This design comes from an exercise in tuning for small area, a short achievable clock period and few clock cycles on the open sky130 flow, not from production work.
RTL that was checked went through simulation tests only; none was proved equivalent to the original.

lane 1:
Design mm_sys_top, start of the top module:
module mm_sys_top (
  input  wire                          arm_clk,
  input  wire                          rst,
  input  wire                          job_valid,
  input  wire [3:0]                    job_m,
  input  wire [3:0]                    job_n,
  input  wire [3:0]                    job_p,
  input  wire                          data_valid,
  input  wire [31:0]                   data_word,
  output logic                         result_valid,
  output logic [31:0]                  result_data,
  output logic                         busy,
  output logic                         done
);
Size in the first run: roughly 4600 cells after synthesis, about 1300 flip-flops, roughly 83 I/O pins.
clock: 10.0 ns
lec_check: 0
cap_margin: 20
cell_pad_in_sites_detail_placement: 1
core_margin: 2
core_utilization: 30
place_density: 0.4
slew_margin: 20
synth_memory_max_bits: 16384
run.sh (not shown) runs the stock make flow with config.mk's settings and CLKGATE_MAP_FILE= SYNTH_SCRIPT=/design/flow/synth_recipe.tcl, a recipe that flattens the netlist after the stock synthesis.
Lane 1 went all the way through synthesis, placement and routing and the layout is clean on timing, DRC and antenna.
diff inputs: lane 1 => lane 2
- setting ABC_CLOCK_PERIOD_IN_PS to 3000 for the first time
- setting SETUP_SLACK_MARGIN to 5 for the first time
## What came out
Comparing lane 1 and lane 2, the higher total wirelength of the detailed-routed design was measured on lane 2.
Lane 2 against lane 1: final cell count without fillers shows no meaningful change.
Lane 1 → lane 2: sequential portion of the cell area held steady, placed wire-length estimate after detailed placement held steady.
The lower global-route usage of lane 1 and lane 2 is in lane 1.
No functional check of the RTL was part of any run of this note.

========
Another version of the RTL of mm_sys_top (not shown whole).
Size: about 3800 cells after synthesis, roughly 1300 flip-flops, ~58000 sq um of cells after synthesis.
clock: 10.0 ns
lec_check: 0
abc_clock_period_in_ps: 3000
cap_margin: 20
cell_pad_in_sites_detail_placement: 1
core_margin: 2
core_utilization: 30
cts_cluster_diameter: 180
cts_cluster_size: 25
place_density: 0.4
slew_margin: 20
synth_memory_max_bits: 16384
setup_slack_margin: 6.4
standard.sh (not shown) runs the stock make flow with config.mk's settings and CLKGATE_MAP_FILE= SYNTH_SCRIPT=/design/flow/synth_recipe.tcl, a recipe that flattens the netlist after the stock synthesis.
==> flow/flow/run.sh <==
#!/bin/bash
set -e
echo "export SETUP_SLACK_MARGIN = 6.4" >> config.mk
bash standard.sh > standard.log 2>&1
The first run completed without violations.
Testbench counts at the start, summed over its fixed seeds: cycles 5,136.
Then changed:
==> flow/flow/run.sh (replaced) <==
#!/bin/bash
set -e
echo "export SETUP_SLACK_MARGIN = 6.2" >> config.mk
bash standard.sh > standard.log 2>&1
- SETUP_SLACK_MARGIN: 6.4 -> 6.2
What happened: Clock-buffer cell count stays the same. Sequential share of layout area increases by 0.20 points. Final cell count hardly moves. Worst setup slack is worse by 0.082 ns. Global-route usage barely changes. Non-clock buffer count decreases by 20. Utilization decreases by 0.28 points.
Then changed:
==> flow/flow/run.sh (replaced) <==
#!/bin/bash
set -e
echo "export SETUP_SLACK_MARGIN = 6.3" >> config.mk
bash standard.sh > standard.log 2>&1
- SETUP_SLACK_MARGIN: 6.2 -> 6.3
Design area is higher by 0.33%.
Via count hardly moves.
Worst setup slack gets better by 0.084 ns.
Utilization increases by 0.11 points.
Then changed:
- CTS_CLUSTER_DIAMETER: 180 -> 190
- CTS_CLUSTER_SIZE: 25 -> 28
The new run completed without violations.
Routed wire length is about the same.
Worst setup slack degrades by 0.042 ns.
Utilization stays flat.
Cell count barely changes.

========
mm_sys_top, a different RTL version from the one above (not shown whole).
Size: about 3,900 cells after synthesis, ~59,000 sq um of cells after synthesis.
export LEC_CHECK = 0
export ABC_CLOCK_PERIOD_IN_PS = 3000
export CAP_MARGIN = 20
export CELL_PAD_IN_SITES_DETAIL_PLACEMENT = 1
export CORE_MARGIN = 2
export CORE_UTILIZATION = 60
export PLACE_DENSITY = 0.7
export SLEW_MARGIN = 20
export SYNTH_MEMORY_MAX_BITS = 16384
export SETUP_SLACK_MARGIN = 6.3
create_clock -name core_clock -period 10.0 [get_ports {arm_clk}]
==> flow/flow/run.sh <==
#!/bin/bash
set -e
echo "export SETUP_SLACK_MARGIN = 6.3" >> config.mk
bash standard.sh > standard.log 2>&1
The starting point completed without violations.
Testbench counts at the start, summed over its fixed seeds: cycles 5,136.
Next try:
CORE_UTILIZATION = 30   (was 60)
CTS_CLUSTER_DIAMETER = 150   (was not set)
CTS_CLUSTER_SIZE = 20   (was not set)
PLACE_DENSITY = 0.4   (was 0.7)
- The new run passed the timing, DRC and antenna checks
- sequential share of layout area is higher by 0.47 points
- maximum frequency rises by about 12%
- worst hold slack gets worse by 0.024 ns
- final cell count is higher by 21%
Next try:
CORE_UTILIZATION = 60   (was 30)
CTS_CLUSTER_DIAMETER = 80   (was 150)
PLACE_DENSITY = 0.7   (was 0.4)
=> The new run finished with timing, DRC and antenna clean. Die area went down by 50%. Maximum frequency went down by 4.3%. Via count went up by 14%.
Next try:
CORE_UTILIZATION = 30   (was 60)
CTS_BUF_LIST = sky130_fd_sc_hd__clkbuf_8   (was not set)
CTS_CLUSTER_DIAMETER = not set   (was 80)
CTS_CLUSTER_SIZE = not set   (was 20)
PLACE_DENSITY = 0.4   (was 0.7)
What happened: Design area is higher by 4.9%; die area is higher by 99%; non-clock buffer count is lower by 32; register-to-register slack gets better by 0.11 ns; utilization is lower by 32 points.

========
mm_sys_top again, from the RTL that the note above started with.
clock: 10.0 ns
lec_check: 0
abc_clock_period_in_ps: 3000
cap_margin: 20
cell_pad_in_sites_detail_placement: 1
core_margin: 2
core_utilization: 30
place_density: 0.4
slew_margin: 20
synth_memory_max_bits: 16384
setup_slack_margin: 6.3
Scripts as last shown in full above: flow/flow/run.sh
Testbench counts at the start, summed over its fixed seeds: cycles 5,136.
Rerun with:
==> flow/flow/run.sh (replaced) <==
#!/bin/bash
set -e
echo "export SETUP_SLACK_MARGIN = 6.6" >> config.mk
bash standard.sh > standard.log 2>&1
--- a/flow/config.mk
+++ b/flow/config.mk
@@ -15,2 +15,2 @@
 export SYNTH_MEMORY_MAX_BITS = 16384
-export SETUP_SLACK_MARGIN = 6.3
+export SETUP_SLACK_MARGIN = 6.6
After rerunning: The changed run completed without violations; worst setup slack is worse by 34 ps; die area stays the same; clock-buffer cell count is unchanged; final area rises by a few percent.
Rerun with:
==> flow/flow/run.sh (replaced) <==
#!/bin/bash
set -e
echo "export SETUP_SLACK_MARGIN = 6.3" >> config.mk
bash standard.sh > standard.log 2>&1
--- a/flow/config.mk
+++ b/flow/config.mk
@@ -12,2 +12,3 @@
 export CORE_UTILIZATION = 30
+export CTS_CLUSTER_SIZE = 30
 export PLACE_DENSITY = 0.4
@@ -15,2 +16,2 @@
 export SYNTH_MEMORY_MAX_BITS = 16384
-export SETUP_SLACK_MARGIN = 6.6
+export SETUP_SLACK_MARGIN = 6.3
Synthesized area is unchanged; via count goes down slightly; register-to-register slack improved by 30 ps; clock-buffer cell count does not change; synthesized cell count does not change; routed wire length decreases slightly; utilization falls by 0.74 points; cell area shrinks by a few percent.

========
## exp/onyx
mm_sys_top, a different RTL version from the one above (not shown whole).
For scale: roughly 1300 flip-flops, ~0.058 sq mm of cells after synthesis.
Settings: LEC_CHECK=0, ABC_CLOCK_PERIOD_IN_PS=3000, CAP_MARGIN=20, CELL_PAD_IN_SITES_DETAIL_PLACEMENT=1, CORE_MARGIN=2, CORE_UTILIZATION=30, CTS_CLUSTER_DIAMETER=150, CTS_CLUSTER_SIZE=20, PLACE_DENSITY=0.4, SLEW_MARGIN=20, SYNTH_MEMORY_MAX_BITS=16384, SETUP_SLACK_MARGIN=6.5; clock period 10.0 ns.
==> flow/flow/run.sh <==
#!/bin/bash
set -e
echo "export SETUP_SLACK_MARGIN = 6.5" >> config.mk
bash standard.sh > standard.log 2>&1
Testbench counts of exp/onyx, summed over its fixed seeds: cycles 5,136.
## Diff of input files: exp/raven against exp/onyx
Settings: an added ABC_AREA of 1; a change of SETUP_SLACK_MARGIN from 6.5 to 6.3.
==> flow/flow/run.sh <==
#!/bin/bash
set -e
echo "export SETUP_SLACK_MARGIN = 6.3" >> config.mk
bash standard.sh > standard.log 2>&1
[summary]
- Of exp/raven and exp/onyx, the run reporting the lower antenna cell count was exp/raven.
- [compare] base=exp/onyx new=exp/raven: post-synthesis to final-layout area growth went down 2.9 points.
- exp/raven reports its critical path class as input pin to flip-flop while exp/onyx reports flip-flop to flip-flop.
- Global-route wire length before repair, exp/raven and exp/onyx: lower on exp/onyx
- u_dot.r1417$_DFF_P_ as the start point of the critical path was reported by exp/onyx, and data_valid by exp/raven.
### exp/raven -> exp/juniper
Settings: ABC_AREA removed (was 1); CTS_CLUSTER_DIAMETER changed from 150 to 180; CTS_CLUSTER_SIZE changed from 20 to 25.
### Flow results
exp/juniper ends up with lower synthesized instance count than exp/raven does. exp/raven and exp/juniper ended up with roughly the same area growth from synthesis to layout. Cmp exp/raven and exp/juniper / met3 demand-to-capacity share in global routing / lower: exp/juniper.
[inputs] exp/harbor vs exp/juniper
Settings: CTS_CLUSTER_DIAMETER changed from 180 to 150; CTS_CLUSTER_SIZE changed from 25 to 20.
--- outcome ---
- Having completed the whole flow, exp/harbor delivered a layout that passed the timing, DRC and antenna checks.
- exp/juniper vs exp/harbor, worst setup path startpoint: u_dot.r1415$_DFF_P_ vs u_dot.r1417$_DFF_P_
- Diff exp/juniper..exp/harbor | final clock period utilization by the worst path | negligible
- Summary of exp/harbor over exp/juniper: count of cells along the worst register-to-register path went down 1, number of global-route vias before repair went up about 0.7%, worst endpoint required time held.
- Changes observed in exp/harbor relative to exp/juniper: non-clock buffer count went up by 3, buffers inserted during post-CTS setup optimization climbed 1, clock tree buffer count of the final layout rose 28, area of all placed cells without fillers increased 670 sq um.

==> afterwards: timing with drivers on the ports <==
In the flow no input, the clock included, has a driving cell. The finished layouts below were timed again as built, in two steps. Step 1 sets driving cells, clkbuf_16 on the clock port and buf_2 on the other inputs (assumed; they add their load-dependent delay and slew). Step 2 times the ports against the registers' clock, not the clock port: input delays grow and output delays shrink by t, the midpoint of the rising clock arrivals with the driver on. a / b / c = no drivers / after step 1 / after step 2; a / b = the first two.
run	t (ns)	setup WS [ns]	hold WS [ns]	worst register clock-pin slew, ns
lane 1	0.873	5.101 / 5.160 / 4.287	0.356 / 0.356 / 0.356	0.06 / 0.06
lane 2	0.857	5.205 / 5.262 / 4.405	0.372 / 0.372 / 0.372	0.06 / 0.06
the first run of note 2	0.804	6.317 / 6.234 / 5.543	0.362 / 0.362 / 0.362	0.11 / 0.11
the second run of note 2	0.802	6.235 / 6.223 / 5.478	0.362 / 0.362 / 0.362	0.11 / 0.11
the third run of note 2	0.803	6.319 / 6.232 / 5.556	0.362 / 0.362 / 0.362	0.11 / 0.11
the fourth run of note 2	0.774	6.277 / 6.244 / 5.524	0.365 / 0.365 / 0.365	0.12 / 0.12
the first run of note 3	0.850	5.921 / 5.921 / 5.413	0.394 / 0.394 / 0.394	0.10 / 0.10
the second run of note 3	0.790	6.353 / 6.313 / 5.669	0.371 / 0.371 / 0.371	0.10 / 0.10
the third run of note 3	0.767	6.188 / 6.188 / 5.546	0.410 / 0.410 / 0.410	0.10 / 0.10
the fourth run of note 3	1.010	6.299 / 6.299 / 5.441	0.369 / 0.369 / 0.369	0.07 / 0.07
the first run of note 4	0.841	6.352 / 6.315 / 5.607	0.367 / 0.367 / 0.367	0.07 / 0.07
the second run of note 4	0.843	6.318 / 6.318 / 5.867	0.362 / 0.362 / 0.362	0.08 / 0.08
the third run of note 4	0.841	6.352 / 6.315 / 5.607	0.367 / 0.367 / 0.367	0.07 / 0.07
exp/onyx	0.788	6.262 / 6.262 / 5.811	0.381 / 0.381 / 0.381	0.10 / 0.10
exp/raven	0.793	6.341 / 6.292 / 5.599	0.362 / 0.362 / 0.362	0.09 / 0.09
exp/juniper	0.792	6.263 / 6.263 / 5.597	0.385 / 0.385 / 0.385	0.11 / 0.11
exp/harbor	0.786	6.267 / 6.267 / 5.617	0.381 / 0.381 / 0.381	0.09 / 0.09
After both steps every run listed still meets setup and hold. The setup slack of the fourth run of note 3, which loses most, moves by 0.000 ns with the drivers and by -0.858 ns with both steps.
